Background: an optimization exercise with open tools, aiming at small area, a short achievable clock period and few clock cycles per item. Do not read the settings as production practice. RTL that was checked went through simulation tests only; none was proved equivalent to the original. The RTL of runs 3, 6 and 7 was laid out without a check of its function. Power and IR drop assume default switching activity.

### flow/design.v
package swx_pkg;
  localparam int MAX_HALF_WINDOW = 15;
  localparam int HALF_BITS       = 4;
  localparam int RING_DEPTH      = 2 * MAX_HALF_WINDOW + 1;
  localparam int SLOT_BITS       = $clog2(RING_DEPTH + 1);
  localparam int PRICE_BITS      = 32;
  localparam int STAMP_BITS      = 64;
  localparam int VERDICT_BITS    = 2;
  localparam logic [VERDICT_BITS-1:0] VERDICT_REGULAR = 2'd0;
  localparam logic [VERDICT_BITS-1:0] VERDICT_MINIMA  = 2'd1;
  localparam logic [VERDICT_BITS-1:0] VERDICT_MAXIMA  = 2'd2;
  localparam logic KIND_TICK  = 1'b0;
  localparam logic KIND_CLEAR = 1'b1;
  typedef struct packed {
    logic start;
    logic cmp_en;
  } judge_ctrl_t;
endpackage
module swx_ram #(
  parameter int WIDTH = 32,
  parameter int DEPTH = 31
) (
  input  logic                     clk,
  input  logic                     we,
  input  logic [$clog2(DEPTH)-1:0] waddr,
  input  logic [WIDTH-1:0]         wdata,
  input  logic                     re,
  input  logic [$clog2(DEPTH)-1:0] raddr,
  output logic [WIDTH-1:0]         rdata
);
  logic [WIDTH-1:0] mem [DEPTH];
  always_ff @(posedge clk) begin
    if (we) begin
      mem[waddr] <= wdata;
    end
    if (re) begin
      rdata <= mem[raddr];
    end
  end
endmodule
module swx_judge #(
  parameter int N = 30
) (
  input  logic signed [swx_pkg::PRICE_BITS-1:0]   now,
  input  logic [N*swx_pkg::PRICE_BITS-1:0]        past,
  input  logic [N-1:0]                            cmp_valid,
  output logic [swx_pkg::VERDICT_BITS-1:0]        verdict
);
  logic [N-1:0] lower;
  logic [N-1:0] higher;
  logic signed [swx_pkg::PRICE_BITS-1:0] held_price [N];
  always_comb begin
    for (int k = 0; k < N; k++) begin
      held_price[k] = past[k*swx_pkg::PRICE_BITS +: swx_pkg::PRICE_BITS];
      lower[k]      = cmp_valid[k] && (held_price[k] < now);
      higher[k]     = cmp_valid[k] && (held_price[k] > now);
    end
  end
  always_comb begin
    if (lower == '0) begin
      verdict = swx_pkg::VERDICT_MINIMA;
    end else if (higher == '0) begin
      verdict = swx_pkg::VERDICT_MAXIMA;
    end else begin
      verdict = swx_pkg::VERDICT_REGULAR;
    end
  end
endmodule
module sliding_window_extremum_detector
(
  input  logic                           clk,
  input  logic                           rst,
  input  logic                           in_valid,
  output logic                           in_ready,
  input  logic                           kind,
  input  logic signed [swx_pkg::PRICE_BITS-1:0]   price,
  input  logic signed [swx_pkg::STAMP_BITS-1:0]   stamp,
  output logic                           out_valid,
  input  logic                           out_ready,
  output logic [swx_pkg::VERDICT_BITS-1:0]        verdict,
  output logic signed [swx_pkg::PRICE_BITS-1:0]   price_out,
  output logic signed [swx_pkg::STAMP_BITS-1:0]   stamp_out,
  input  logic                           cfg_we,
  input  logic [swx_pkg::HALF_BITS-1:0]           cfg_data
);
  localparam int PB    = swx_pkg::PRICE_BITS;
  localparam int NPAST = 2 * swx_pkg::MAX_HALF_WINDOW;    
  logic [swx_pkg::HALF_BITS-1:0] half_window;
  logic [swx_pkg::HALF_BITS-1:0] half_clamped;
  logic [PB-1:0]                 win [NPAST];     
  logic [NPAST-1:0]              held;            
  logic [NPAST-1:0]              cap_mask;        
  logic                          accept;
  logic                          tick;
  logic                          clear;
  logic                          report;
  logic [swx_pkg::VERDICT_BITS-1:0] judged;
  logic [NPAST*PB-1:0]           past;
  assign in_ready = !out_valid || out_ready;
  assign accept   = in_valid && in_ready;
  assign tick     = accept && (kind == swx_pkg::KIND_TICK);
  assign clear    = accept && (kind == swx_pkg::KIND_CLEAR);
  always_comb begin
    report = 1'b0;
    for (int k = 1; k <= swx_pkg::MAX_HALF_WINDOW; k++) begin
      if (int'(half_window) == k) begin
        report = held[k-1];
      end
    end
  end
  always_comb begin
    for (int k = 0; k < NPAST; k++) begin
      cap_mask[k] = (k < 2 * int'(half_window));
    end
  end
  always_comb begin
    priority if (cfg_data == '0) begin
      half_clamped = swx_pkg::HALF_BITS'(1);
    end else if (cfg_data > swx_pkg::HALF_BITS'(swx_pkg::MAX_HALF_WINDOW)) begin
      half_clamped = swx_pkg::HALF_BITS'(swx_pkg::MAX_HALF_WINDOW);
    end else begin
      half_clamped = cfg_data;
    end
  end
  always_ff @(posedge clk) begin
    if (rst) begin
      half_window <= swx_pkg::HALF_BITS'(1);
      held        <= '0;
      out_valid   <= 1'b0;
    end else begin
      if (cfg_we) begin
        half_window <= half_clamped;
        held        <= '0;
      end else if (clear) begin
        held        <= '0;
      end else if (tick) begin
        held        <= {held[NPAST-2:0], 1'b1} & cap_mask;
      end
      if (tick && report) begin
        out_valid <= 1'b1;
      end else if (out_ready) begin
        out_valid <= 1'b0;
      end
    end
  end
  always_ff @(posedge clk) begin
    if (tick) begin
      win[0] <= price;
      for (int k = 1; k < NPAST; k++) begin
        win[k] <= win[k-1];
      end
    end
    if (accept) begin
      verdict   <= judged;
      price_out <= price;
      stamp_out <= stamp;
    end
  end
  always_comb begin
    for (int k = 0; k < NPAST; k++) begin
      past[k*PB +: PB] = win[k];
    end
  end
  swx_judge #(
    .N (NPAST)
  ) u_judge (
    .now       (price),
    .past      (past),
    .cmp_valid (held),
    .verdict   (judged)
  );
endmodule
### flow/run.sh
#!/bin/bash
# synth_recipe.tcl (not shown) runs the flow's synth.tcl, then flattens the netlist and writes it again
# the make line also repeats each setting of config.mk as NAME=value (left out here)
make -C /OpenROAD-flow-scripts/flow DESIGN_CONFIG=/design/flow/config.mk WORK_HOME=/design/flow/orfs CLKGATE_MAP_FILE= SYNTH_SCRIPT=/design/flow/synth_recipe.tcl finish
### flow/config.mk
export PLATFORM = sky130hd
export DESIGN_NAME = sliding_window_extremum_detector
export DESIGN_NICKNAME = sliding_window_extremum_detector
export VERILOG_FILES = /design/flow/design.v
export SDC_FILE = /design/flow/constraint.sdc
export NUM_CORES = 4
export LEC_CHECK = 0
export ABC_CLOCK_PERIOD_IN_PS = 2400
export CAP_MARGIN = 20
export CORE_MARGIN = 2
export CORE_UTILIZATION = 55
export SETUP_SLACK_MARGIN = 2.6
export SLEW_MARGIN = 20
### flow/constraint.sdc
create_clock -name core_clock -period 5.0 [get_ports {clk}]
set_input_delay 1.0000 -clock core_clock [delete_from_list [all_inputs] [get_ports {clk}]]
set_output_delay 1.0000 -clock core_clock [all_outputs]
set_load 0.01 [all_outputs]
==> results.yml, run 1 <==
clock_network:
  cts.sinks: 1093
  root_buffer: "clkbuf_16"
  h-tree-depth: 3
  cts_tree: "built"
  ctsHoldBuffers: 0
  clk-insertion-delay-late_ps: 710
  cts.path.max_buffers: 3
  worst_setup_hold_path_clk_slew_ps: 60
  cts_buffers: 118
placement:
  io_buffers: 205
  dp_slack_ps: -502
  dp_cells: 5597
  place_area_sq_um: 61000
  gp_congestion: 0.955
  post-dp-hpwl_um: 103000
synth:
  syn_nets: 4940
  synth.top_cell.area_share: 0.578
  avgSynthCellArea_sq_um: 14.2
  ys.flop_type: "edfxtp_1"
  yosysTopAreaCell: "edfxtp_1"
  synth_seq_area_share: 0.591
  yosysMostFrequentCell: "edfxtp_1"
  ys.warnings.count: 4
  async_flop_share: 0
  synth_cell_types: 78
  synth.area.top_cells: "edfxtp_1 58%, ha_1 22%, a21oi_1 2.3%"
  netlist_area_sq_um: 55000
  syn_inst: 3874
  synth_edf_count: 1058
  synth_commonest_cells: "1,058 x edfxtp_1, 960 x ha_1, 253 x a21oi_1, 196 x nand2_1, 175 x nand4_1"
  ys_ff_latch: 1093
floorplanning:
  coreArea_sq_um: 98700
  die-area_sq_um: 103000
  die_y_um: 320
  start_util: 0.557
  die-width_um: 320
  ioPinCount: 206
  core.rowCount: 115
global_route:
  grt_pass1_vias: 37000
  antenna_found_initial: 2
  use_met3: 0.0394
  use_met2: 0.489
  use_met1: 0.323
  busiest_layer: "met2"
  grt_max_degree: 104
  grt_overflow_total: 0
  grt_pass1_wl_um: 208000
  grt.total_usage: 0.270
routing:
  drc: 0
  viasPerCell: 6.03
  wl_per_cell_um: 23.5
  vias: 35800
  first_pass_iters: 8
  ant_nets: 0
  routed_wl_um: 140000
  drt_iter0_drc: 2357
critical_path:
  start_kind: "input port"
  cp.arrival_ps: 4310
  endpoint_kind: "register"
  rr_worst_depth: 14
  required_ps: 5570
  reg2reg_from: "win[16][25]"
  r2r-end: "verdict[1]"
  worst-setup-path-type: "in2reg"
  cp_max_fo: 6
  r2r_setup_slack_ps: 1610
timing:
  rsz0062_at_grt: "yes"
  setup_viol: 0
  worst_slack_ps: 1250
  hold_ws_ps: 442
  final.min_clock_period_ps: 3750
  hold_viol_final: 0
  max_freq_mhz: 267
  slew_viol_final: 0
  max_slew_margin: 0.307
  period_share: 0.749
  clock_skew_ps: 20.0
  worst_pin_slew_ps: 1030
worst_hold_path:
  worstHoldPathCells: 0
  hold_start: "win[5][0]"
  holdPathEnd: "win[6][0]"
  hold_class: "reg2reg"
power_and_ir_drop:
  power.density_nw_per_um2: 330
  power_mw: 22.3
  irDropWorstVdd_v: 0.000289
  leakagePower_nw: 26.2
status:
  status: "timing/DRC/antenna clean"
final_layout:
  final_layout_size_suffix_gt1_frac: 0.169
  area_growth_pct: 23.2
  postLayoutCellArea_sq_um: 67700
  nets: 5603
  fin_cells: 5931
flow_run:
  maxCapViolations: 0
cell families after synthesis:
kind of cell    count (synthesis)  share of synthesized area
flops                        1093                      0.591
fa+ha+maj                     960                      0.218
compound gates                847                      0.100
simple gates                  827                     0.0774
buf+inv                       119                    0.00812
mux                            23                    0.00455
xor+xnor                        5                   0.000796
report_power, final:
group / total, mW / internal, mW / switching, mW
registers: 10.6 / 10.4 / 0.189
logic: 2.54 / 1.10 / 1.44
clock network: 9.17 / 5.48 / 3.69
placed cells by master, fill, tap and decap left out, types with 17 or more instances in the layout:
| cell type | instances |
|---|---|
| a211oi_1 | 62 |
| nand4_1 | 175 |
| a31oi_1 | 17 |
| clkinv_2 | 27 |
| nor2_1 | 141 |
| dfxtp_1 | 34 |
| clkinv_1 | 23 |
| clkdlybuf4s15_1 | 64 |
| nand3_1 | 69 |
| clkinvlp_4 | 28 |
| clkdlybuf4s50_1 | 72 |
| o21ai_0 | 156 |
| ha_4 | 46 |
| clkbuf_16 | 126 |
| nor2b_1 | 37 |
| o211ai_1 | 52 |
| ha_1 | 910 |
| buf_4 | 258 |
| a21oi_1 | 242 |
| and4_1 | 25 |
| nor3_1 | 64 |
| a21o_1 | 67 |
| edfxtp_1 | 1058 |
| o21a_1 | 35 |
| nand2_1 | 193 |
| nor4_1 | 19 |
| bufinv_16 | 20 |
| buf_6 | 34 |
| dlygate4sd2_1 | 37 |
| inv_1 | 68 |
| clkbuf_1 | 21 |
| buf_12 | 44 |
| nand2b_1 | 17 |
cell type report:
| type | instances | area, sq um |
|---|---|---|
| sequential | 1093 | 32500 |
| timing repair buffer | 559 | 5660 |
| multi-input combinational | 2662 | 23400 |
| timing repair inverter | 3 | 26.3 |
| inverter | 100 | 487 |
| antenna | 1 | 2.50 |
| clock inverter | 80 | 893 |
| tap | 1287 | 1610 |
| fill | 6951 | 31000 |
| clock buffer | 146 | 3180 |
metrics by stage:
| step | utilization | setup TNS (ps) |
|---|---|---|
| after floorplan | - | 0 |
| after global placement | 0.618 | -899 |
| after detailed placement | 0.618 | -905 |
| after CTS | 0.680 | 0 |
| after global routing | 0.686 | 0 |
| final | 0.686 | 0 |
worst max-delay path, stage by stage:
cell,delay (ps)
clkdlybuf4s15_2,210
inv_4,120
buf_6,150
buf_4,160
ha_1,250
nand4_1,170
nor2_1,80
a211oi_1,370
a21oi_2,160
a211oi_2,210
mux2i_2,410
o221ai_2,200
o21bai_1,210
nor4_2,310
buf_4,160
o211a_1,130
sequential cells by signal, indices dropped and copies added, names as in the netlist:
register     cells
win            960
stamp_out       64
price_out       32
held            30
half_window      4
verdict          2
out_valid        1
worst max path at each step:
stage,from,endpoint,slack [ps],depth (start not counted)
2_1_floorplan,out_ready,held[0],180,8
3_3_place_gp,price[29],verdict[1],-500,17
3_5_place_dp,price[29],verdict[1],-500,17
4_1_cts,price[8],verdict[1],1360,15
5_1_grt,price[14],verdict[1],1220,16
6_report,price[25],verdict[1],1250,16
layer usage:
layer / share of wire / routed length [um] / vias up
li1: - / - / 17100
met1: 0.40 / 55600 / 17600
met2: 0.51 / 71800 / 808
met3: 0.048 / 6730 / 228
met4: 0.040 / 5580 / 2
met5: 0.000093 / 13 / -
timing repair:
action,4_1_cts,5_1_grt
gates cloned,7,3
pin swaps,91,43
setup buffers,76,21
setup endpoints to repair,1033,252
gates resized for setup,516,101
Testbench counts, summed over its fixed seeds: cycles 9,652, items 9,600.
==> run 2, diff against run 1 <==
--- a/flow/config.mk
+++ b/flow/config.mk
@@ -7,7 +7,5 @@
 export LEC_CHECK = 0
-export ABC_CLOCK_PERIOD_IN_PS = 2400
 export CAP_MARGIN = 20
 export CORE_MARGIN = 2
-export CORE_UTILIZATION = 55
-export SETUP_SLACK_MARGIN = 2.6
+export CORE_UTILIZATION = 40
 export SLEW_MARGIN = 20
==> results.yml, run 2 <==
floorplanning:
  core.rowCount: 136
  ioPinCount: 206
  die-area_sq_um: 140000
  die_y_um: 375
  die-width_um: 375
  coreArea_sq_um: 137000
  start_util: 0.401
routing:
  ant_nets: 0
  viasPerCell: 5.58
  wl_per_cell_um: 20.9
  routed_wl_um: 132000
  first_pass_iters: 7
  drc: 0
  vias: 35100
  drt_iter0_drc: 2128
flow_run:
  maxCapViolations: 0
timing:
  slew_viol_final: 0
  clock_skew_ps: 16.8
  hold_ws_ps: 445
  max_slew_margin: 0.0997
  worst_pin_slew_ps: 1320
  period_share: 0.939
  final.min_clock_period_ps: 4700
  hold_viol_final: 0
  max_freq_mhz: 213
  rsz0062_at_grt: "no"
  setup_viol: 0
synth:
  synth.area.top_cells: "edfxtp_1 58%, ha_1 22%, a21oi_1 2.3%"
  netlist_area_sq_um: 55000
  syn_nets: 4940
  synth_edf_count: 1058
  syn_inst: 3874
  ys.warnings.count: 4
  synth_seq_area_share: 0.591
  yosysMostFrequentCell: "edfxtp_1"
  ys_ff_latch: 1093
  ys.flop_type: "edfxtp_1"
  async_flop_share: 0
  synth_commonest_cells: "1,058 x edfxtp_1, 960 x ha_1, 253 x a21oi_1, 196 x nand2_1, 175 x nand4_1"
  synth_cell_types: 78
  avgSynthCellArea_sq_um: 14.2
  synth.top_cell.area_share: 0.578
  yosysTopAreaCell: "edfxtp_1"
final_layout:
  nFillCells: 11800
  layout_commonest_cell: "edfxtp_1"
  area_growth_pct: 18.5
  largest_register_ffs: 960
  reg.largest.list: "win (960), stamp_out (64), price_out (32)"
  multi_input_area_sq_um: 22100
  final_layout_size_suffix_gt1_frac: 0.0932
  regMostFlops: "win"
  final_cell_mix: "1,058 x edfxtp_1, 960 x ha_1, 253 x a21oi_1"
  nets: 5461
  seq_area_sq_um: 32500
worst_hold_path:
  hold_start: "win[24][0]"
  hold_class: "reg2reg"
critical_path:
  start_kind: "input port"
  required_ps: 5610
  cp.arrival_ps: 5300
  worst-setup-path-type: "in2reg"
  endpoint_kind: "register"
  cp_max_fo: 30
  setup.worst_path.start: "price[9]"
  reg2reg_from: "win[28][11]"
clock_network:
  h-tree-depth: 3
  cts_buffers: 120
  root_buffer: "clkbuf_16"
  cts.sinks: 1093
  cts.path.max_buffers: 3
  clk-insertion-delay-late_ps: 730
  ctsHoldBuffers: 0
  cts_tree: "built"
  cts_setup_buffers: 0
  cts_resized: 0
  worst_setup_hold_path_clk_slew_ps: 60
global_route:
  grt_pass1_vias: 36900
  grt_max_degree: 85
  grt_pass1_wl_um: 201000
  grt.total_usage: 0.186
  antenna_found_initial: 2
  grt_overflow_total: 0
power_and_ir_drop:
  power.density_nw_per_um2: 333
  leakagePower_nw: 25.0
  irDropWorstVdd_v: 0.000302
  power_mw: 21.7
placement:
  post-dp-hpwl_um: 101000
  gp_congestion: 0.947
  io_buffers: 205
status:
  status: "timing/DRC/antenna clean"
==> run 2: changes by cell type in the layout (fill, tap and decap cells not counted), sizes merged <==
cell,delta
diode,+1
dlygate4sd2,-37
clkinv,+5
bufbuf,-4
clkinvlp,-23
clkdlybuf4s50,+132
inv,+22
clkdlybuf4s15,-70
buf,-156
clkbuf,-12
bufinv,-6
==> run 2: worst paths after layout <==
check               endpoint  slack [ps]  cells past startpoint
setup / recovery  verdict[1]         300                     16
hold / removal    win[25][0]         450                      0
setup reg to reg  verdict[1]         940                     13
hold reg to reg   win[25][0]         450                      0
==> run 2: cell families after synthesis <==
kind of cell / count (synthesis) / synth area share
AOI/OAI and AO/OA: 847 / 0.100
xor gates and xnor gates: 5 / 0.000796
adders and majority gates: 960 / 0.218
buffers and inverters: 119 / 0.00812
DFF: 1093 / 0.591
muxes: 23 / 0.00455
and+or+nand+nor: 827 / 0.0774
==> run 2: power breakdown <==
group / leakage (nW) / internal [mW] / switching (mW)
sequential: 10.2 / 10.4 / 0.180
clock: 1.90 / 5.10 / 3.73
combinational: 12.9 / 0.943 / 1.32
total: 25.0 / 16.5 / 5.22
==> run 2: area by class of cell <==
cell class / count / area share
Clock inverter: 81 / 0.0122
Timing Repair Buffer: 418 / 0.0632
Inverter: 100 / 0.00587
Multi-Input combinational cell: 2662 / 0.339
Tap cell: 1794 / 0.0344
Antenna cell: 2 / 0.0000768
Clock buffer: 140 / 0.0472
Sequential cell: 1093 / 0.498
==> run 2: routing by layer <==
metal	GRT usage	share of wire	wire length [um]
met1	0.217	0.40	53100
met2	0.332	0.50	66400
met3	0.0372	0.055	7230
met4	0.0738	0.037	4860
met5	0	0	0
==> run 2: through the flow <==
stage / setup WS [ps] / std cells / util / cell area (sq um) / setup TNS, ps
6_report: 304 / 6290 / 0.476 / 65200 / 0
5_1_grt: 220 / 6289 / 0.476 / 65200 / 0
4_1_cts: 426 / 6288 / 0.476 / 65200 / 0
3_5_place_dp: -376 / 6067 / 0.447 / 61300 / -629
3_3_place_gp: -329 / 6067 / 0.447 / 61300 / -555
2_1_floorplan: 40.1 / 3874 / - / 55000 / 0
==> run 2: worst max-delay path, stage by stage <==
cell             delay [ps]
clkdlybuf4s50_1         500
inv_1                    80
buf_12                  160
ha_1                    330
nand4_1                 140
nor4_1                   80
buf_4                   140
a21boi_0                140
a2111oi_0              1110
a32oi_1                 230
a211oi_1                310
buf_4                   220
o32ai_1                 170
a311oi_1                220
and4_1                  260
o211a_1                 170
==> run 3, diff against run 2 <==
--- a/flow/design.v
+++ b/flow/design.v
@@ -41,3 +41,4 @@
 module swx_judge #(
-  parameter int N = 30
+  parameter int N = 30,
+  parameter int G = 6
 ) (
@@ -46,10 +47,13 @@
   input  logic [N-1:0]                            cmp_valid,
-  output logic [swx_pkg::VERDICT_BITS-1:0]        verdict
+  output logic [G-1:0]                            grp_lower,
+  output logic [G-1:0]                            grp_higher
 );
+  localparam int PB = swx_pkg::PRICE_BITS;
+  localparam int GS = N / G;
   logic [N-1:0] lower;
   logic [N-1:0] higher;
-  logic signed [swx_pkg::PRICE_BITS-1:0] held_price [N];
+  logic signed [PB-1:0] held_price [N];
   always_comb begin
     for (int k = 0; k < N; k++) begin
-      held_price[k] = past[k*swx_pkg::PRICE_BITS +: swx_pkg::PRICE_BITS];
+      held_price[k] = past[k*PB +: PB];
       lower[k]      = cmp_valid[k] && (held_price[k] < now);
@@ -57,10 +61,5 @@
     end
-  end
-  always_comb begin
-    if (lower == '0) begin
-      verdict = swx_pkg::VERDICT_MINIMA;
-    end else if (higher == '0) begin
-      verdict = swx_pkg::VERDICT_MAXIMA;
-    end else begin
-      verdict = swx_pkg::VERDICT_REGULAR;
+    for (int g = 0; g < G; g++) begin
+      grp_lower[g]  = |lower[g*GS +: GS];
+      grp_higher[g] = |higher[g*GS +: GS];
     end
@@ -85,4 +84,5 @@
 );
-  localparam int PB    = swx_pkg::PRICE_BITS;
-  localparam int NPAST = 2 * swx_pkg::MAX_HALF_WINDOW;    
+  localparam int PB     = swx_pkg::PRICE_BITS;
+  localparam int NPAST  = 2 * swx_pkg::MAX_HALF_WINDOW;    
+  localparam int GROUPS = 6;
   logic [swx_pkg::HALF_BITS-1:0] half_window;
@@ -92,2 +92,7 @@
   logic [NPAST-1:0]              cap_mask;        
+  logic                          s1_valid;
+  logic [swx_pkg::STAMP_BITS-1:0] s1_stamp;
+  logic [GROUPS-1:0]             s1_lower;
+  logic [GROUPS-1:0]             s1_higher;
+  logic                          s1_move;
   logic                          accept;
@@ -96,5 +101,8 @@
   logic                          report;
+  logic [GROUPS-1:0]             grp_lower;
+  logic [GROUPS-1:0]             grp_higher;
   logic [swx_pkg::VERDICT_BITS-1:0] judged;
   logic [NPAST*PB-1:0]           past;
-  assign in_ready = !out_valid || out_ready;
+  assign s1_move  = !out_valid || out_ready;
+  assign in_ready = !s1_valid || s1_move;
   assign accept   = in_valid && in_ready;
@@ -124,2 +132,11 @@
   end
+  always_comb begin
+    if (s1_lower == '0) begin
+      judged = swx_pkg::VERDICT_MINIMA;
+    end else if (s1_higher == '0) begin
+      judged = swx_pkg::VERDICT_MAXIMA;
+    end else begin
+      judged = swx_pkg::VERDICT_REGULAR;
+    end
+  end
   always_ff @(posedge clk) begin
@@ -128,2 +145,3 @@
       held        <= '0;
+      s1_valid    <= 1'b0;
       out_valid   <= 1'b0;
@@ -138,6 +156,7 @@
       end
-      if (tick && report) begin
-        out_valid <= 1'b1;
-      end else if (out_ready) begin
-        out_valid <= 1'b0;
+      if (in_ready) begin
+        s1_valid <= tick && report;
+      end
+      if (s1_move) begin
+        out_valid <= s1_valid;
       end
@@ -152,6 +171,11 @@
     end
-    if (accept) begin
+    if (in_ready) begin
+      s1_stamp  <= stamp;
+      s1_lower  <= grp_lower;
+      s1_higher <= grp_higher;
+    end
+    if (s1_move) begin
       verdict   <= judged;
-      price_out <= price;
-      stamp_out <= stamp;
+      price_out <= win[0];
+      stamp_out <= s1_stamp;
     end
@@ -164,8 +188,10 @@
   swx_judge #(
-    .N (NPAST)
+    .N (NPAST),
+    .G (GROUPS)
   ) u_judge (
-    .now       (price),
-    .past      (past),
-    .cmp_valid (held),
-    .verdict   (judged)
+    .now        (price),
+    .past       (past),
+    .cmp_valid  (held),
+    .grp_lower  (grp_lower),
+    .grp_higher (grp_higher)
   );
--- a/flow/config.mk
+++ b/flow/config.mk
@@ -7,5 +7,7 @@
 export LEC_CHECK = 0
+export ABC_CLOCK_PERIOD_IN_PS = 2400
 export CAP_MARGIN = 20
 export CORE_MARGIN = 2
-export CORE_UTILIZATION = 40
+export CORE_UTILIZATION = 55
+export SETUP_SLACK_MARGIN = 2.6
 export SLEW_MARGIN = 20
==> results.yml, run 3 <==
timing:
  setup_viol: 0
  max_freq_mhz: 308
  max_slew_margin: 0.324
  clock_skew_ps: 23.6
  final.min_clock_period_ps: 3250
  rsz0062_at_grt: "yes"
  slew_viol_final: 0
  hold_viol_final: 0
  worst_slack_ps: 1750
  period_share: 0.650
  hold_ws_ps: 412
  worst_pin_slew_ps: 1010
final_layout:
  reg.largest.list: "win (960), s1_stamp (64), stamp_out (64)"
  seq_area_sq_um: 34800
  final_core_util: 0.691
  largest_register_ffs: 960
  final_layout_size_suffix_gt1_frac: 0.205
  nFillCells: 7089
  final_cell_mix: "1,134 x edfxtp_1, 859 x ha_1, 301 x a21oi_1"
  nets: 5649
  multi_input_area_sq_um: 24400
  regMostFlops: "win"
  postLayoutCellArea_sq_um: 71500
  area_growth_pct: 25.0
  layout_commonest_cell: "edfxtp_1"
  fin_cells: 6067
  antennaDiodeCount: 0
synth:
  synth_edf_count: 1134
  syn_nets: 5016
  synth.top_cell.area_share: 0.596
  syn_inst: 3950
  ys.flop_type: "edfxtp_1"
  netlist_area_sq_um: 57200
  synth_seq_area_share: 0.608
  synth_commonest_cells: "1,134 x edfxtp_1, 960 x ha_1, 332 x a21oi_1, 204 x nand2_1, 154 x nand4_1"
  ys.warnings.count: 4
  async_flop_share: 0
  ys_ff_latch: 1170
  yosysTopAreaCell: "edfxtp_1"
  synth.area.top_cells: "edfxtp_1 60%, ha_1 21%, a21oi_1 2.9%"
  synth_cell_types: 72
  avgSynthCellArea_sq_um: 14.5
  yosysMostFrequentCell: "edfxtp_1"
clock_network:
  h-tree-depth: 4
  ctsHoldBuffers: 0
  cts.sinks: 1170
  cts_tree: "built"
  clk-insertion-delay-late_ps: 750
  worst_setup_hold_path_clk_slew_ps: 60
  cts.path.max_buffers: 3
  cts_buffers: 131
  root_buffer: "clkbuf_16"
routing:
  wl_per_cell_um: 24.5
  drt_iter0_drc: 2706
  first_pass_iters: 5
  vias: 36700
  ant_nets: 0
  routed_wl_um: 149000
  drc: 0
  viasPerCell: 6.05
critical_path:
  required_ps: 5490
  crit_slowest_cell: "or4_4"
  reg2reg_from: "win[2][7]"
  start_kind: "input port"
  r2r-end: "s1_higher[0]"
  endpoint_kind: "register"
  rr_worst_depth: 9
  worst_path_largest_cell_delay_ps: 470
  worst-setup-path-type: "in2reg"
  critical_path.most_common_cell: "buf_6"
  cp_max_fo: 6
  cp_num_buf_inv: 5
  cp_cell_sequence: "buf_6 -> clkinvlp_4 -> buf_6 -> buf_12 -> buf_16 -> ha_4 -> nand2_2 -> or3_4 -> or4_4 -> a21oi_2 -> nor4_1 -> mux2i_1 -> o22ai_1 -> a211o_1"
  r2r_setup_slack_ps: 1950
  crit_family: "simple AND/OR/NAND/NOR gates"
  cp.arrival_ps: 3740
power_and_ir_drop:
  seqPwrFrac: 0.485
  power.internal_mw: 17.8
  pwr-share-clk: 0.402
  irDropWorstVdd_v: 0.000345
  switching_share: 0.241
  pwr-share-comb: 0.113
  power.density_nw_per_um2: 328
  switching_power_mw: 5.64
  leakagePower_nw: 27.6
worst_hold_path:
  hold_start: "s1_stamp[29]"
  worstHoldPathCells: 0
  holdPathEnd: "stamp_out[29]"
  hold_class: "reg2reg"
floorplanning:
  die-width_um: 326
  core.rowCount: 118
  start_util: 0.553
  die-area_sq_um: 107000
  die_y_um: 326
  coreArea_sq_um: 103000
  ioPinCount: 206
global_route:
  antenna_found_initial: 4
  grt_pass1_wl_um: 215000
  grt_max_degree: 122
  grt_overflow_total: 0
  grt.total_usage: 0.272
  grt_pass1_vias: 37600
placement:
  dp_slack_ps: 43.9
  io_buffers: 205
  dp_cells: 5628
  gp_congestion: 0.901
  post-dp-hpwl_um: 96400
  place_area_sq_um: 62600
status:
  status: "timing/DRC/antenna clean"
flow_run:
  maxCapViolations: 0
==> run 3: cell type report <==
class                   count  share of cell area
well taps                1380              0.0242
inverters                 104             0.00737
repair buffers            517              0.0813
repair inverters            1            0.000228
clock buffers             169              0.0499
flip-flops and latches   1170               0.487
clock inverters            68             0.00839
multi-input cells        2658               0.342
==> run 3: what timing repair did <==
action,4_1_cts,5_1_grt
gates cloned,30,5
buffers inserted,118,49
endpoints found under the setup margin,1099,214
resized for setup,645,225
pin swaps,107,115
==> run 3: per-stage QoR <==
stage	power, mW	setup TNS [ps]
CTS	23.5	0
detailed placement	13.7	0
global route	24.3	0
global placement	13.7	-467
floorplan	12.8	0
finish	23.4	0
==> run 3: worst max-delay path by stage <==
stage / from / end / slack, ps / depth (start not counted)
2_1_floorplan: out_ready / s1_valid / 150 / 9
3_3_place_gp: price[7] / s1_higher[2] / -240 / 12
6_report: price[31] / s1_higher[3] / 1750 / 14
4_1_cts: price[13] / s1_higher[0] / 1760 / 11
3_5_place_dp: price[7] / s1_higher[2] / 40 / 12
5_1_grt: price[23] / s1_higher[5] / 1710 / 13
==> run 3: logic make-up after synthesis <==
| kind of cell | after synthesis | share of synthesized area |
|---|---|---|
| flip-flops | 1170 | 0.608 |
| adder cells (fa/ha/maj) | 960 | 0.210 |
| AO/OA/AOI/OAI | 846 | 0.0939 |
| AND/OR/NAND/NOR | 823 | 0.0741 |
| buffers and inverters | 123 | 0.00808 |
| multiplexers | 25 | 0.00486 |
| XOR/XNOR | 3 | 0.000460 |
==> run 3: power by group through the flow <==
stage | clock network [mW] | logic (mW) | registers, mW
floorplan | 0 | 1.26 | 11.6
global placement | 0 | 2.12 | 11.5
detailed placement | 0 | 2.17 | 11.6
CTS | 9.57 | 2.53 | 11.4
global route | 9.95 | 2.93 | 11.4
finish | 9.42 | 2.66 | 11.4
==> run 3: routing by layer <==
layer	routed length (um)	vias up	track usage
li1	-	17300	-
met1	60200	18300	0.325
met2	75800	846	0.484
met3	6530	268	0.0420
met4	6340	2	0.124
met5	13	-	0
==> run 4, diff against run 3 <==
--- a/flow/design.v
+++ b/flow/design.v
@@ -41,4 +41,3 @@
 module swx_judge #(
-  parameter int N = 30,
-  parameter int G = 6
+  parameter int N = 30
 ) (
@@ -47,19 +46,23 @@
   input  logic [N-1:0]                            cmp_valid,
-  output logic [G-1:0]                            grp_lower,
-  output logic [G-1:0]                            grp_higher
+  output logic [N-1:0]                            hi_lower,
+  output logic [N-1:0]                            hi_higher,
+  output logic [N-1:0]                            lo_lower,
+  output logic [N-1:0]                            lo_higher
 );
   localparam int PB = swx_pkg::PRICE_BITS;
-  localparam int GS = N / G;
-  logic [N-1:0] lower;
-  logic [N-1:0] higher;
-  logic signed [PB-1:0] held_price [N];
+  localparam int HB = PB / 2;
+  logic signed [HB-1:0] now_hi;
+  logic        [HB-1:0] now_lo;
+  logic signed [HB-1:0] x_hi [N];
+  logic        [HB-1:0] x_lo [N];
+  assign now_hi = now[PB-1:HB];
+  assign now_lo = now[HB-1:0];
   always_comb begin
     for (int k = 0; k < N; k++) begin
-      held_price[k] = past[k*PB +: PB];
-      lower[k]      = cmp_valid[k] && (held_price[k] < now);
-      higher[k]     = cmp_valid[k] && (held_price[k] > now);
-    end
-    for (int g = 0; g < G; g++) begin
-      grp_lower[g]  = |lower[g*GS +: GS];
-      grp_higher[g] = |higher[g*GS +: GS];
+      x_hi[k]      = past[k*PB+HB +: HB];
+      x_lo[k]      = past[k*PB +: HB];
+      hi_lower[k]  = cmp_valid[k] && (x_hi[k] < now_hi);
+      hi_higher[k] = cmp_valid[k] && (x_hi[k] > now_hi);
+      lo_lower[k]  = cmp_valid[k] && (x_lo[k] < now_lo);
+      lo_higher[k] = cmp_valid[k] && (x_lo[k] > now_lo);
     end
@@ -84,5 +87,4 @@
 );
-  localparam int PB     = swx_pkg::PRICE_BITS;
-  localparam int NPAST  = 2 * swx_pkg::MAX_HALF_WINDOW;    
-  localparam int GROUPS = 6;
+  localparam int PB    = swx_pkg::PRICE_BITS;
+  localparam int NPAST = 2 * swx_pkg::MAX_HALF_WINDOW;    
   logic [swx_pkg::HALF_BITS-1:0] half_window;
@@ -94,4 +96,6 @@
   logic [swx_pkg::STAMP_BITS-1:0] s1_stamp;
-  logic [GROUPS-1:0]             s1_lower;
-  logic [GROUPS-1:0]             s1_higher;
+  logic [NPAST-1:0]              s1_hi_lower;
+  logic [NPAST-1:0]              s1_hi_higher;
+  logic [NPAST-1:0]              s1_lo_lower;
+  logic [NPAST-1:0]              s1_lo_higher;
   logic                          s1_move;
@@ -101,4 +105,8 @@
   logic                          report;
-  logic [GROUPS-1:0]             grp_lower;
-  logic [GROUPS-1:0]             grp_higher;
+  logic [NPAST-1:0]              hi_lower;
+  logic [NPAST-1:0]              hi_higher;
+  logic [NPAST-1:0]              lo_lower;
+  logic [NPAST-1:0]              lo_higher;
+  logic [NPAST-1:0]              lower;
+  logic [NPAST-1:0]              higher;
   logic [swx_pkg::VERDICT_BITS-1:0] judged;
@@ -132,6 +140,8 @@
   end
-  always_comb begin
-    if (s1_lower == '0) begin
+  assign lower  = s1_hi_lower  | (~s1_hi_higher & s1_lo_lower);
+  assign higher = s1_hi_higher | (~s1_hi_lower  & s1_lo_higher);
+  always_comb begin
+    if (lower == '0) begin
       judged = swx_pkg::VERDICT_MINIMA;
-    end else if (s1_higher == '0) begin
+    end else if (higher == '0) begin
       judged = swx_pkg::VERDICT_MAXIMA;
@@ -172,5 +182,7 @@
     if (in_ready) begin
-      s1_stamp  <= stamp;
-      s1_lower  <= grp_lower;
-      s1_higher <= grp_higher;
+      s1_stamp     <= stamp;
+      s1_hi_lower  <= hi_lower;
+      s1_hi_higher <= hi_higher;
+      s1_lo_lower  <= lo_lower;
+      s1_lo_higher <= lo_higher;
     end
@@ -188,10 +200,11 @@
   swx_judge #(
-    .N (NPAST),
-    .G (GROUPS)
+    .N (NPAST)
   ) u_judge (
-    .now        (price),
-    .past       (past),
-    .cmp_valid  (held),
-    .grp_lower  (grp_lower),
-    .grp_higher (grp_higher)
+    .now       (price),
+    .past      (past),
+    .cmp_valid (held),
+    .hi_lower  (hi_lower),
+    .hi_higher (hi_higher),
+    .lo_lower  (lo_lower),
+    .lo_higher (lo_higher)
   );
--- a/flow/config.mk
+++ b/flow/config.mk
@@ -7,7 +7,6 @@
 export LEC_CHECK = 0
-export ABC_CLOCK_PERIOD_IN_PS = 2400
-export CAP_MARGIN = 20
+export CAP_MARGIN = 10
 export CORE_MARGIN = 2
-export CORE_UTILIZATION = 55
-export SETUP_SLACK_MARGIN = 2.6
-export SLEW_MARGIN = 20
+export CORE_UTILIZATION = 60
+export SETUP_SLACK_MARGIN = 2.3
+export SLEW_MARGIN = 10
==> results.yml, run 4 <==
status:
  status: "timing/DRC/antenna clean"
global_route:
  grt_overflow_total: 0
  grt_pass1_wl_um: 222000
  grt.total_usage: 0.283
  grt_max_degree: 125
  antenna_found_initial: 2
  grt_pass1_vias: 40000
timing:
  final.min_clock_period_ps: 2760
  rsz0062_at_grt: "yes"
  max_slew_margin: 0.337
  slew_viol_final: 0
  hold_ws_ps: 409
  max_freq_mhz: 363
  worst_pin_slew_ps: 986
  period_share: 0.551
  worst_slack_ps: 2240
  clock_skew_ps: 23.7
  fin_setup_tns_ps: 0
  hold_viol_final: 0
  setup_viol: 0
final_layout:
  multi_input_area_sq_um: 23200
  nFillCells: 6814
  final_cell_mix: "1,242 x edfxtp_1, 949 x ha_1, 243 x a21oi_1"
  reg.largest.list: "win (960), s1_stamp (64), stamp_out (64)"
  seq_area_sq_um: 38000
  regMostFlops: "win"
  area_growth_pct: 18.6
  postLayoutCellArea_sq_um: 73000
  antennaDiodeCount: 0
  fin_cells: 6322
  final_core_util: 0.717
  nets: 5907
  final_layout_size_suffix_gt1_frac: 0.119
  largest_register_ffs: 960
  layout_commonest_cell: "edfxtp_1"
clock_network:
  cts.sinks: 1278
  worst_setup_hold_path_clk_slew_ps: 60
  h-tree-depth: 4
  cts_buffers: 141
  ctsHoldBuffers: 0
  root_buffer: "clkbuf_16"
  cts.path.max_buffers: 3
  cts_tree: "built"
  clk-insertion-delay-late_ps: 750
synth:
  ys.flop_type: "edfxtp_1"
  synth_cell_types: 79
  synth.area.top_cells: "edfxtp_1 61%, ha_1 20%, a21oi_1 2.0%"
  avgSynthCellArea_sq_um: 14.3
  yosysMostFrequentCell: "edfxtp_1"
  ys.warnings.count: 5
  synth_seq_area_share: 0.618
  yosysTopAreaCell: "edfxtp_1"
  synth_commonest_cells: "1,242 x edfxtp_1, 960 x ha_1, 249 x a21oi_1, 236 x inv_1, 184 x nand2_1"
  syn_nets: 5357
  netlist_area_sq_um: 61500
  synth.top_cell.area_share: 0.606
  async_flop_share: 0
  syn_inst: 4291
  ys_ff_latch: 1278
  synth_edf_count: 1242
critical_path:
  reg2reg_from: "s1_hi_higher[26]"
  endpoint_kind: "register"
  worst-setup-path-type: "reg2reg"
  cp.arrival_ps: 3340
  rr_worst_depth: 5
  required_ps: 5590
  start_kind: "register"
  r2r_setup_slack_ps: 2240
  r2r-end: "verdict[1]"
  cp_max_fo: 2
floorplanning:
  core.rowCount: 117
  die-width_um: 324
  start_util: 0.605
  coreArea_sq_um: 102000
  die-area_sq_um: 105000
  ioPinCount: 206
  die_y_um: 324
routing:
  drc: 0
  first_pass_iters: 6
  vias: 38900
  drt_iter0_drc: 3126
  ant_nets: 0
  routed_wl_um: 150000
  viasPerCell: 6.15
  wl_per_cell_um: 23.7
worst_hold_path:
  hold_class: "reg2reg"
  holdPathEnd: "stamp_out[62]"
  hold_start: "s1_stamp[62]"
  worstHoldPathCells: 0
placement:
  io_buffers: 205
  gp_congestion: 0.986
  dp_slack_ps: 449
  dp_cells: 5940
  post-dp-hpwl_um: 102000
  place_area_sq_um: 66100
flow_run:
  maxCapViolations: 0
power_and_ir_drop:
  irDropWorstVdd_v: 0.000346
  power.density_nw_per_um2: 342
  power_mw: 24.9
  leakagePower_nw: 28.6
-- run 4: cell count changes after synthesis, moves of 17 or more --
cell / before / now
a2111oi_0: 14 / 42
a21o_1: 98 / 81
a21oi_1: 332 / 249
and3_1: 13 / 45
edfxtp_1: 1134 / 1242
inv_1: 103 / 236
nand2_1: 204 / 184
nand4_1: 154 / 133
nor2_1: 122 / 172
nor2b_1: 48 / 77
nor3_1: 44 / 62
o21a_1: 22 / 41
o21ai_0: 129 / 151
o22ai_1: 9 / 46
-- run 4: worst max-delay path by stage --
stage                      from                to  slack [ps]  depth (start not counted)
6_report       s1_hi_higher[26]        verdict[1]        2240                          5
5_1_grt               price[25]  s1_hi_higher[17]        2240                         10
4_1_cts            price_out[8]      price_out[8]        2300                          1
3_5_place_dp           price[9]  s1_lo_higher[23]         450                          9
3_3_place_gp           price[9]  s1_lo_higher[23]         540                          9
2_1_floorplan         out_ready         win[0][0]        -710                          6
-- run 4: per-layer routing --
| layer | vias to the layer above | GRT usage | share of wire |
|---|---|---|---|
| li1 | 18200 | - | - |
| met3 | 209 | 0.0548 | 0.063 |
| met1 | 19400 | 0.360 | 0.41 |
| met5 | - | 0 | 0 |
| met4 | 0 | 0.0824 | 0.024 |
| met2 | 1027 | 0.493 | 0.50 |
-- run 4: cells by family after synthesis --
kind of cell / synth area share
DFF: 0.618
buffers and inverters: 0.0165
and+or+nand+nor: 0.0798
muxes: 0.00118
adders and majority gates: 0.195
xor gates and xnor gates: 0.000142
AOI/OAI and AO/OA: 0.0892
-- run 4: area by class of cell --
| type | count | share of cell area |
|---|---|---|
| tap | 1368 | 0.0235 |
| timing repair buffer | 419 | 0.0601 |
| clock inverter | 64 | 0.00736 |
| sequential | 1278 | 0.521 |
| multi-input combinational | 2754 | 0.319 |
| inverter | 238 | 0.0140 |
| clock buffer | 192 | 0.0544 |
| timing repair inverter | 9 | 0.000926 |
-- run 4: repair_timing --
action                     4_1_cts  5_1_grt
cloned                          17        2
setup buffers                   99        8
setup endpoints to repair      538      127
pin swaps                       25       20
gates resized for setup        227      115
-- run 4: worst max-delay path, stage by stage (launching register included) --
cell and delay (ps):
edfxtp_1 550, nor4_1 900, nand4_1 260, nor3_1 570
nand4_1 170, nor3_1 150
-- run 4: power breakdown --
group / switching [mW] / internal [mW] / total [mW]
logic: 1.37 / 1.03 / 2.41
clock network: 4.17 / 6.01 / 10.2
registers: 0.192 / 12.2 / 12.3
total: 5.74 / 19.2 / 24.9
Testbench counts of run 4, summed over its fixed seeds: cycles 9,680, items 9,600.
==> run 5, diff against run 4 <==
--- a/flow/config.mk
+++ b/flow/config.mk
@@ -7,6 +7,7 @@
 export LEC_CHECK = 0
-export CAP_MARGIN = 10
+export ABC_CLOCK_PERIOD_IN_PS = 2400
+export CAP_MARGIN = 20
 export CORE_MARGIN = 2
-export CORE_UTILIZATION = 60
-export SETUP_SLACK_MARGIN = 2.3
-export SLEW_MARGIN = 10
+export CORE_UTILIZATION = 55
+export SETUP_SLACK_MARGIN = 2.6
+export SLEW_MARGIN = 20
==> results.yml, run 5 <==
status:
  status: "timing/DRC/antenna clean"
final_layout:
  nFillCells: 7575
  nets: 5966
  multi_input_area_sq_um: 26200
  reg.largest.list: "win (960), s1_stamp (64), stamp_out (64)"
  final_layout_size_suffix_gt1_frac: 0.222
  seq_area_sq_um: 38000
  regMostFlops: "win"
  largest_register_ffs: 960
  final_cell_mix: "1,242 x edfxtp_1, 820 x ha_1, 207 x a21oi_1"
  area_growth_pct: 25.7
  layout_commonest_cell: "edfxtp_1"
clock_network:
  cts_buffers: 142
  cts_tree: "built"
  root_buffer: "clkbuf_16"
  clk-insertion-delay-late_ps: 760
  cts.path.max_buffers: 3
  cts.sinks: 1278
  h-tree-depth: 4
  worst_setup_hold_path_clk_slew_ps: 60
  ctsHoldBuffers: 0
critical_path:
  start_kind: "input port"
  required_ps: 5500
  cp_cell_sequence: "buf_12 -> clkinvlp_4 -> buf_12 -> clkbuf_16 -> ha_4 -> nand3_4 -> or3_4 -> a21oi_2 -> o21ai_2 -> mux2_4 -> o311a_1"
  cp.arrival_ps: 3010
  worst_path_largest_cell_delay_ps: 390
  endpoint_kind: "register"
  worst-setup-path-type: "in2reg"
  cp_max_fo: 5
  crit_slowest_cell: "or3_4"
  critical_path.most_common_cell: "buf_12"
floorplanning:
  core.rowCount: 122
  die_y_um: 338
  die-area_sq_um: 115000
  die-width_um: 338
  start_util: 0.555
  coreArea_sq_um: 111000
  ioPinCount: 206
placement:
  io_buffers: 205
  post-dp-hpwl_um: 105000
  gp_congestion: 1.00
routing:
  vias: 39700
  routed.top_layer: "met4"
  drc: 0
  wl_met3_um: 10500
  viasPerCell: 6.10
  first_pass_iters: 5
  wl_per_cell_um: 25.2
  ant_nets: 0
  routed_wl_um: 164000
  met2_wirelength_um: 81200
  drt_iter0_drc: 3139
  drt-met1-wl_um: 67900
timing:
  max_freq_mhz: 398
  hold_ws_ps: 416
  worst_pin_slew_ps: 930
  max_slew_margin: 0.380
  fin_setup_tns_ps: 0
  slew_viol_final: 0
  clock_skew_ps: 21.6
  hold_viol_final: 0
  final.min_clock_period_ps: 2510
  setup_viol: 0
  period_share: 0.502
  rsz0062_at_grt: "yes"
synth:
  synth_seq_area_share: 0.618
  syn_nets: 5357
  synth_edf_count: 1242
  syn_inst: 4291
  yosysMostFrequentCell: "edfxtp_1"
  netlist_area_sq_um: 61500
  synth_cell_types: 79
  synth.top_cell.area_share: 0.606
  avgSynthCellArea_sq_um: 14.3
  async_flop_share: 0
  synth_commonest_cells: "1,242 x edfxtp_1, 960 x ha_1, 249 x a21oi_1, 236 x inv_1, 184 x nand2_1"
  ys.flop_type: "edfxtp_1"
  synth.area.top_cells: "edfxtp_1 61%, ha_1 20%, a21oi_1 2.0%"
  ys_ff_latch: 1278
  ys.warnings.count: 5
  yosysTopAreaCell: "edfxtp_1"
global_route:
  grt.total_usage: 0.274
  grt_overflow_total: 0
  grt_pass1_vias: 40900
  grt_max_degree: 125
  grt_pass1_wl_um: 236000
  antenna_found_initial: 3
power_and_ir_drop:
  leakagePower_nw: 29.6
  irDropWorstVdd_v: 0.000287
  power.density_nw_per_um2: 331
worst_hold_path:
  hold_class: "reg2reg"
flow_run:
  maxCapViolations: 0
-- run 5: changes by cell type in the layout (fill, tap and decap cells not counted), sizes merged, moves of 3 or more --
cell           before  now
buf               211  331
clkinvlp           36   28
inv               216  224
dlymetal6s2s        3    0
clkdlybuf4s50     164   72
bufinv              9   13
dlygate4sd2        16    2
clkdlybuf4s15       3   40
clkinv             50   61
-- run 5: what timing repair did --
item,4_1_cts,5_1_grt
endpoints found under the hold margin,0,0
gates resized for setup,942,354
setup buffers,114,30
gates cloned,28,14
pin swaps,145,198
setup endpoints to repair,1097,410
-- run 5: logic make-up after synthesis --
kind of cell / share of synthesized area
AO/OA/AOI/OAI: 0.0892
XOR/XNOR: 0.000142
adder cells (fa/ha/maj): 0.195
buffers and inverters: 0.0165
flip-flops: 0.618
multiplexers: 0.00118
AND/OR/NAND/NOR: 0.0798
-- run 5: through the flow --
step	instances	cell area [sq um]	power [mW]	setup slack, ps	utilization
finish	6505	77400	25.6	2490	0.698
global route	6504	77400	26.5	2490	0.698
CTS	6460	75000	25.4	2530	0.677
detailed placement	6058	66300	14.7	655	0.598
global placement	6057	66300	14.6	483	0.598
floorplan	4291	61600	13.8	-707	-
-- run 5: critical path, delay by kind of cell --
family	cells	cell delay, ps
adder cells (fa/ha/maj)	1	290
AND/OR/NAND/NOR	2	470
buffers and inverters	4	530
multiplexers	1	340
AO/OA/AOI/OAI	3	350
-- run 5: cell type report --
| cell class | count | share of cell area |
|---|---|---|
| flip-flops and latches | 1278 | 0.492 |
| well taps | 1488 | 0.0241 |
| multi-input cells | 2754 | 0.339 |
| repair inverters | 7 | 0.000793 |
| clock inverters | 81 | 0.0103 |
| clock buffers | 179 | 0.0489 |
| repair buffers | 479 | 0.0717 |
| diodes | 1 | 0.0000323 |
| inverters | 238 | 0.0134 |
-- run 5: worst paths after layout --
path	from	to	slack [ps]	cells after the start
worst max-delay path	price[29]	s1_hi_higher[16]	2490	11
worst min-delay path	s1_stamp[16]	stamp_out[16]	420	0
worst max register to register	s1_valid	s1_valid	2650	8
worst min register to register	s1_stamp[16]	stamp_out[16]	420	0
-- run 5: routing by layer --
metal,track usage,up-vias
met2,0.475,1049
li1,-,18400
met5,0,-
met1,0.354,20000
met4,0.0806,0
met3,0.0460,248
-- run 5: power by group --
| part | total [mW] | switching (mW) | internal, mW |
|---|---|---|---|
| clock network | 10.4 | 4.31 | 6.05 |
| logic | 2.86 | 1.58 | 1.28 |
| registers | 12.4 | 0.212 | 12.1 |
| total | 25.6 | 6.10 | 19.5 |
==> run 6, diff against run 5 <==
--- a/flow/design.v
+++ b/flow/design.v
@@ -45,3 +45,2 @@
   input  logic [N*swx_pkg::PRICE_BITS-1:0]        past,
-  input  logic [N-1:0]                            cmp_valid,
   output logic [N-1:0]                            hi_lower,
@@ -63,6 +62,6 @@
       x_lo[k]      = past[k*PB +: HB];
-      hi_lower[k]  = cmp_valid[k] && (x_hi[k] < now_hi);
-      hi_higher[k] = cmp_valid[k] && (x_hi[k] > now_hi);
-      lo_lower[k]  = cmp_valid[k] && (x_lo[k] < now_lo);
-      lo_higher[k] = cmp_valid[k] && (x_lo[k] > now_lo);
+      hi_lower[k]  = x_hi[k] < now_hi;
+      hi_higher[k] = x_hi[k] > now_hi;
+      lo_lower[k]  = x_lo[k] < now_lo;
+      lo_higher[k] = x_lo[k] > now_lo;
     end
@@ -92,10 +91,12 @@
   logic [PB-1:0]                 win [NPAST];     
-  logic [NPAST-1:0]              held;            
+  logic [NPAST:0]                count;
   logic [NPAST-1:0]              cap_mask;        
   logic                          s1_valid;
+  logic                          s1_fresh;        
   logic [swx_pkg::STAMP_BITS-1:0] s1_stamp;
-  logic [NPAST-1:0]              s1_hi_lower;
-  logic [NPAST-1:0]              s1_hi_higher;
-  logic [NPAST-1:0]              s1_lo_lower;
-  logic [NPAST-1:0]              s1_lo_higher;
+  logic [swx_pkg::VERDICT_BITS-1:0] s1_kept;
+  logic [NPAST-1:0]              cmp_hi_lower;
+  logic [NPAST-1:0]              cmp_hi_higher;
+  logic [NPAST-1:0]              cmp_lo_lower;
+  logic [NPAST-1:0]              cmp_lo_higher;
   logic                          s1_move;
@@ -109,2 +110,3 @@
   logic [NPAST-1:0]              lo_higher;
+  logic [NPAST-1:0]              held;
   logic [NPAST-1:0]              lower;
@@ -112,2 +114,3 @@
   logic [swx_pkg::VERDICT_BITS-1:0] judged;
+  logic [swx_pkg::VERDICT_BITS-1:0] s1_verdict;
   logic [NPAST*PB-1:0]           past;
@@ -122,3 +125,3 @@
       if (int'(half_window) == k) begin
-        report = held[k-1];
+        report = count[k-1];
       end
@@ -140,4 +143,5 @@
   end
-  assign lower  = s1_hi_lower  | (~s1_hi_higher & s1_lo_lower);
-  assign higher = s1_hi_higher | (~s1_hi_lower  & s1_lo_higher);
+  assign held   = count[NPAST:1] & cap_mask;
+  assign lower  = held & (cmp_hi_lower  | (~cmp_hi_higher & cmp_lo_lower));
+  assign higher = held & (cmp_hi_higher | (~cmp_hi_lower  & cmp_lo_higher));
   always_comb begin
@@ -151,2 +155,3 @@
   end
+  assign s1_verdict = s1_fresh ? judged : s1_kept;
   always_ff @(posedge clk) begin
@@ -154,4 +159,5 @@
       half_window <= swx_pkg::HALF_BITS'(1);
-      held        <= '0;
+      count       <= '0;
       s1_valid    <= 1'b0;
+      s1_fresh    <= 1'b0;
       out_valid   <= 1'b0;
@@ -160,7 +166,7 @@
         half_window <= half_clamped;
-        held        <= '0;
+        count       <= '0;
       end else if (clear) begin
-        held        <= '0;
+        count       <= '0;
       end else if (tick) begin
-        held        <= {held[NPAST-2:0], 1'b1} & cap_mask;
+        count       <= {count[NPAST-1:0], 1'b1};
       end
@@ -169,2 +175,3 @@
       end
+      s1_fresh <= in_ready;
       if (s1_move) begin
@@ -181,11 +188,12 @@
     end
+    cmp_hi_lower  <= hi_lower;
+    cmp_hi_higher <= hi_higher;
+    cmp_lo_lower  <= lo_lower;
+    cmp_lo_higher <= lo_higher;
+    s1_kept       <= s1_verdict;
     if (in_ready) begin
-      s1_stamp     <= stamp;
-      s1_hi_lower  <= hi_lower;
-      s1_hi_higher <= hi_higher;
-      s1_lo_lower  <= lo_lower;
-      s1_lo_higher <= lo_higher;
+      s1_stamp <= stamp;
     end
     if (s1_move) begin
-      verdict   <= judged;
+      verdict   <= s1_verdict;
       price_out <= win[0];
@@ -204,3 +212,2 @@
     .past      (past),
-    .cmp_valid (held),
     .hi_lower  (hi_lower),
--- a/flow/config.mk
+++ b/flow/config.mk
@@ -7,7 +7,6 @@
 export LEC_CHECK = 0
-export ABC_CLOCK_PERIOD_IN_PS = 2400
-export CAP_MARGIN = 20
+export CAP_MARGIN = 10
 export CORE_MARGIN = 2
-export CORE_UTILIZATION = 55
+export CORE_UTILIZATION = 60
 export SETUP_SLACK_MARGIN = 2.6
-export SLEW_MARGIN = 20
+export SLEW_MARGIN = 10
==> results.yml, run 6 <==
status:
  status: "timing/DRC/antenna clean"
synth:
  synth.area.top_cells: "edfxtp_1 56%, ha_1 20%, dfxtp_1 5.3%"
  ys.warnings.count: 5
  synth.top_cell.area_share: 0.561
  yosysMostFrequentCell: "edfxtp_1"
  avgSynthCellArea_sq_um: 14.3
  yosysTopAreaCell: "edfxtp_1"
  syn_nets: 5273
  ys_ff_latch: 1282
  synth_edf_count: 1122
  netlist_area_sq_um: 60100
  synth_cell_types: 60
  synth_seq_area_share: 0.614
  syn_inst: 4207
  async_flop_share: 0
  ys.flop_type: "edfxtp_1"
  synth_commonest_cells: "1,122 x edfxtp_1, 960 x ha_1, 257 x a21oi_1, 246 x o21ai_0, 176 x nand2_1"
global_route:
  grt_overflow_total: 0
  grt_max_degree: 120
  grt_pass1_wl_um: 205000
  grt_pass1_vias: 39200
  grt.total_usage: 0.264
  antenna_found_initial: 3
floorplanning:
  die-width_um: 320
  die_y_um: 320
  die-area_sq_um: 103000
  ioPinCount: 206
  start_util: 0.602
  coreArea_sq_um: 99700
  core.rowCount: 116
final_layout:
  final_layout_size_suffix_gt1_frac: 0.161
  area_growth_pct: 20.0
  layout_commonest_cell: "edfxtp_1"
  largest_register_ffs: 960
  fin_cells: 6214
  final_cell_mix: "1,122 x edfxtp_1, 935 x ha_1, 213 x a21oi_1"
  nets: 5867
  regMostFlops: "win"
  reg.largest.list: "win (960), s1_stamp (64), stamp_out (64)"
timing:
  max_freq_mhz: 381
  slew_viol_final: 0
  final.min_clock_period_ps: 2630
  max_slew_margin: 0.170
  clock_skew_ps: 18.0
  fin_setup_tns_ps: 0
  period_share: 0.525
  setup_viol: 0
  hold_viol_final: 0
  worst_pin_slew_ps: 1230
  rsz0062_at_grt: "yes"
flow_run:
  maxCapViolations: 0
critical_path:
  cp_max_fo: 2
  cp_num_buf_inv: 2
  required_ps: 4000
  crit_slowest_cell: "nor2b_4"
  worst-setup-path-type: "in2out"
  start_kind: "input port"
  worst_path_largest_cell_delay_ps: 200
  cp_cell_sequence: "buf_2 -> nor2b_4 -> nand2_8 -> buf_6"
  crit_family: "simple AND/OR/NAND/NOR gates"
  cp.arrival_ps: 1630
  endpoint_kind: "output port"
placement:
  post-dp-hpwl_um: 93600
  io_buffers: 205
  gp_congestion: 0.965
  dp_cells: 5791
worst_hold_path:
  hold_class: "reg2reg"
clock_network:
  h-tree-depth: 4
  cts_tree: "built"
  cts.path.max_buffers: 3
  cts.sinks: 1282
  root_buffer: "clkbuf_16"
  worst_setup_hold_path_clk_slew_ps: 60
  cts_buffers: 142
  clk-insertion-delay-late_ps: 750
  ctsHoldBuffers: 0
routing:
  drc: 0
  wl_per_cell_um: 22.0
  ant_nets: 0
  first_pass_iters: 6
  drt_iter0_drc: 2660
  routed_wl_um: 137000
  viasPerCell: 6.00
  vias: 37300
power_and_ir_drop:
  power.density_nw_per_um2: 350
  irDropWorstVdd_v: 0.000285
  leakagePower_nw: 28.7
[run 6: routing by layer]
layer  up-vias  share of wire  global-route usage
met2       762           0.51               0.472
met3       184          0.057              0.0618
met5         -         0.0018              0.0165
met1     18500           0.40               0.314
met4         4          0.024              0.0798
li1      17900              -                   -
[run 6: worst register-to-register path, delay by kind of cell, from the launching register on]
family                 cells  cell delay (ps)
buffers and inverters      1              150
and+or+nand+nor            3              810
DFF                        1              340
AOI/OAI and AO/OA          3              880
[run 6: final timing paths]
check,startpoint,endpoint,slack [ps],cells after the start
max,out_ready,in_ready,2370,4
min,s1_stamp[46],stamp_out[46],420,0
max reg2reg,half_window[1],verdict[1],2530,7
min reg2reg,s1_stamp[46],stamp_out[46],420,0
[run 6: final cells by class]
cell class | instances | area (sq um)
antenna | 1 | 2.50
clock buffer | 203 | 4080
clock inverter | 55 | 515
fill | 6620 | 27600
inverter | 141 | 664
multi-input combinational | 2765 | 23600
sequential | 1282 | 36900
tap | 1298 | 1620
timing repair buffer | 462 | 4610
timing repair inverter | 7 | 53.8
[run 6: metrics by stage]
stage | hold WS [ps] | instance area (sq um) | power, mW | utilization | worst slack [ps]
after floorplan | 400 | 60100 | 13.9 | - | 374
after global placement | 400 | 64600 | 14.8 | 0.648 | 1120
after detailed placement | 405 | 64600 | 14.8 | 0.648 | 978
after CTS | 414 | 71200 | 25.3 | 0.714 | 2350
after global routing | 421 | 72100 | 26.1 | 0.723 | 2340
final | 415 | 72100 | 25.2 | 0.723 | 2370
[run 6: where the power goes]
part | internal [mW] | leakage (nW) | switching, mW
clock | 6.17 | 2.25 | 4.14
sequential | 12.2 | 12.1 | 0.304
combinational | 1.10 | 14.3 | 1.35
total | 19.4 | 28.7 | 5.80
[run 6: timing repair]
action                                  CTS  global route
gates cloned                             15             5
pin swaps                                43            72
resized for setup                       558           191
endpoints found under the setup margin  948           558
setup buffers                           109            35
[run 6: logic make-up (layout without fill, tap and decap cells)]
group,after synthesis,count (layout),share of synthesized area
adder cells (fa/ha/maj),960,960,0.200
buffers and inverters,161,868,0.0107
AO/OA/AOI/OAI,916,916,0.0958
multiplexers,19,19,0.00381
other,0,1,0
AND/OR/NAND/NOR,869,870,0.0755
flip-flops,1282,1282,0.614
==> run 7, diff against run 6 <==
--- a/flow/config.mk
+++ b/flow/config.mk
@@ -7,6 +7,7 @@
 export LEC_CHECK = 0
-export CAP_MARGIN = 10
+export ABC_CLOCK_PERIOD_IN_PS = 2400
+export CAP_MARGIN = 20
 export CORE_MARGIN = 2
-export CORE_UTILIZATION = 60
+export CORE_UTILIZATION = 55
 export SETUP_SLACK_MARGIN = 2.6
-export SLEW_MARGIN = 10
+export SLEW_MARGIN = 20
==> results.yml, run 7 <==
synth:
  syn_nets: 5273
  netlist_area_sq_um: 60100
  async_flop_share: 0
  yosysMostFrequentCell: "edfxtp_1"
  synth_cell_types: 60
  yosysTopAreaCell: "edfxtp_1"
  syn_inst: 4207
  synth_seq_area_share: 0.614
  synth.area.top_cells: "edfxtp_1 56%, ha_1 20%, dfxtp_1 5.3%"
  avgSynthCellArea_sq_um: 14.3
  ys.flop_type: "edfxtp_1"
  synth_edf_count: 1122
  synth.top_cell.area_share: 0.561
  ys.warnings.count: 5
  synth_commonest_cells: "1,122 x edfxtp_1, 960 x ha_1, 257 x a21oi_1, 246 x o21ai_0, 176 x nand2_1"
  ys_ff_latch: 1282
timing:
  clock_skew_ps: 20.0
  hold_viol_final: 0
  rsz0062_at_grt: "yes"
  period_share: 0.520
  fin_setup_tns_ps: 0
  setup_viol: 0
  slew_viol_final: 0
  worst_pin_slew_ps: 1290
  max_freq_mhz: 385
  final.min_clock_period_ps: 2600
  max_slew_margin: 0.128
clock_network:
  cts.sinks: 1282
  clk-insertion-delay-late_ps: 750
  worst_setup_hold_path_clk_slew_ps: 60
  h-tree-depth: 4
  cts_buffers: 142
  root_buffer: "clkbuf_16"
  ctsHoldBuffers: 0
  cts_tree: "built"
  cts.path.max_buffers: 3
critical_path:
  rr_worst_depth: 7
  start_kind: "input port"
  worst-setup-path-type: "in2out"
  r2r-end: "verdict[1]"
  required_ps: 4000
  cp_max_fo: 3
  r2r_setup_slack_ps: 2590
  endpoint_kind: "output port"
  cp.arrival_ps: 1600
  setup.worst_path.start: "out_ready"
  reg2reg_from: "half_window[1]"
  endpoint: "in_ready"
global_route:
  grt_overflow_total: 0
  grt_pass1_wl_um: 206000
  grt_pass1_vias: 38600
  antenna_found_initial: 3
  grt.total_usage: 0.244
  grt_max_degree: 126
routing:
  drt_iter0_drc: 2355
  wl_per_cell_um: 21.9
  routed_wl_um: 138000
  viasPerCell: 5.83
  first_pass_iters: 7
  ant_nets: 0
  drc: 0
  vias: 36800
floorplanning:
  ioPinCount: 206
  die_y_um: 334
  coreArea_sq_um: 109000
  start_util: 0.553
  core.rowCount: 121
  die-width_um: 334
  die-area_sq_um: 112000
power_and_ir_drop:
  power.density_nw_per_um2: 351
  leakagePower_nw: 28.6
  irDropWorstVdd_v: 0.000309
  power_mw: 25.4
worst_hold_path:
  hold_class: "reg2reg"
  worstHoldPathCells: 0
placement:
  io_buffers: 205
  post-dp-hpwl_um: 94900
  gp_congestion: 0.895
  place_area_sq_um: 64700
final_layout:
  layout_commonest_cell: "edfxtp_1"
  final_layout_size_suffix_gt1_frac: 0.159
  area_growth_pct: 20.4
  largest_register_ffs: 960
  postLayoutCellArea_sq_um: 72300
  regMostFlops: "win"
  nets: 5837
  reg.largest.list: "win (960), s1_stamp (64), stamp_out (64)"
  nFillCells: 7864
  final_cell_mix: "1,122 x edfxtp_1, 934 x ha_1, 224 x a21oi_1"
status:
  status: "timing/DRC/antenna clean"
flow_run:
  maxCapViolations: 0
==> run 7: cell counts after synthesis <==
Identical to the previous run, type by type.
==> run 7: power breakdown <==
group / internal [mW] / leakage (nW) / switching [mW]
clock: 6.26 / 2.30 / 4.22
combinational: 1.10 / 14.2 / 1.35
sequential: 12.2 / 12.1 / 0.302
total: 19.5 / 28.6 / 5.87
==> run 7: through the flow <==
step | instances | utilization | setup slack [ps] | hold slack (ps)
floorplan | 4207 | - | 374 | 400
global placement | 5898 | 0.596 | 1140 | 400
detailed placement | 5899 | 0.596 | 1040 | 405
CTS | 6286 | 0.658 | 2370 | 412
global route | 6304 | 0.666 | 2380 | 415
finish | 6305 | 0.666 | 2400 | 409
==> run 7: logic make-up after synthesis <==
family	share of synthesized area
and+or+nand+nor	0.0755
buffers and inverters	0.0107
AOI/OAI and AO/OA	0.0958
adders and majority gates	0.200
DFF	0.614
muxes	0.00381
==> run 7: worst min-delay path by stage <==
stage | startpoint | end | slack (ps)
3_5_place_dp | s1_stamp[0] | stamp_out[0] | 400
4_1_cts | s1_stamp[50] | stamp_out[50] | 410
5_1_grt | price[25] | win[0][25] | 410
3_3_place_gp | s1_stamp[33] | stamp_out[33] | 400
2_1_floorplan | s1_stamp[0] | stamp_out[0] | 400
6_report | s1_stamp[50] | stamp_out[50] | 410
==> run 7: what timing repair did <==
action,CTS,global route
setup buffers,109,13
pin swaps,43,52
setup endpoints to repair,1018,515
gates cloned,15,5
gates resized for setup,581,196
==> run 7: critical path: stages <==
cell and delay, ps:
buf_2 110, nor2b_4 170, nand2_8 130, buf_6 160
==> run 7: routing by layer <==
layer | global-route usage | share of wire | vias to the layer above
li1 | - | - | 17800
met3 | 0.0459 | 0.044 | 209
met5 | 0 | 0.000094 | -
met2 | 0.437 | 0.51 | 608
met4 | 0.0753 | 0.024 | 2
met1 | 0.297 | 0.42 | 18200
==> run 7: final cells by class <==
type                    count  area [sq um]  share of cell area
diodes                      1          2.50           0.0000346
clock buffers             197          4040              0.0559
clock inverters            66           642             0.00888
repair buffers            435          4590              0.0635
repair inverters            5          37.5            0.000519
well taps                1414          1770              0.0245
flip-flops and latches   1282         36900               0.510
inverters                 141           664             0.00919
multi-input cells        2764         23700               0.327

-- static timing again, ports no longer ideal --
In the flow no input, the clock included, has a driving cell. The finished layouts below were timed again as built, in two steps. Step 1, drivers: a clkbuf_16 drives clk and a buf_2 each remaining input, both assumed. Step 2 times the ports against the registers' clock, not the clock port: input delays grow and output delays shrink by t, the midpoint of the rising clock arrivals with the driver on. a / b / c = ideal ports / drivers / drivers and shift; a / b = the first two.
run | t (ns) | setup slack, ns | hold WS [ns] | slew at the worst register clock pin (ns) | worst data-port slew with drivers (ns)
run 1 | 0.777 | 1.255 / 1.304 / 0.527 | 0.442 / 0.442 / 0.442 | 0.07 / 0.07 | 0.06
run 2 | 0.800 | 0.304 / 0.345 / -0.455 | 0.445 / 0.445 / 0.445 | 0.07 / 0.07 | 0.05
run 3 | 0.807 | 1.748 / 1.784 / 0.977 | 0.412 / 0.405 / 0.412 | 0.06 / 0.06 | 0.06
run 4 | 0.816 | 2.244 / 2.244 / 1.550 | 0.409 / 0.409 / 0.409 | 0.06 / 0.06 | 0.06
run 5 | 0.825 | 2.488 / 2.481 / 1.673 | 0.416 / 0.395 / 0.416 | 0.06 / 0.06 | 0.07
run 6 | 0.817 | 2.373 / 2.317 / 1.830 | 0.415 / 0.415 / 0.415 | 0.06 / 0.06 | 0.07
run 7 | 0.815 | 2.400 / 2.357 / 1.829 | 0.409 / 0.409 / 0.409 | 0.06 / 0.06 | 0.07
Met with ideal ports but missed after step 2: setup timing in run 2. The setup slack of run 5, which loses most, moves by -0.007 ns with the drivers and by -0.815 ns with both steps.
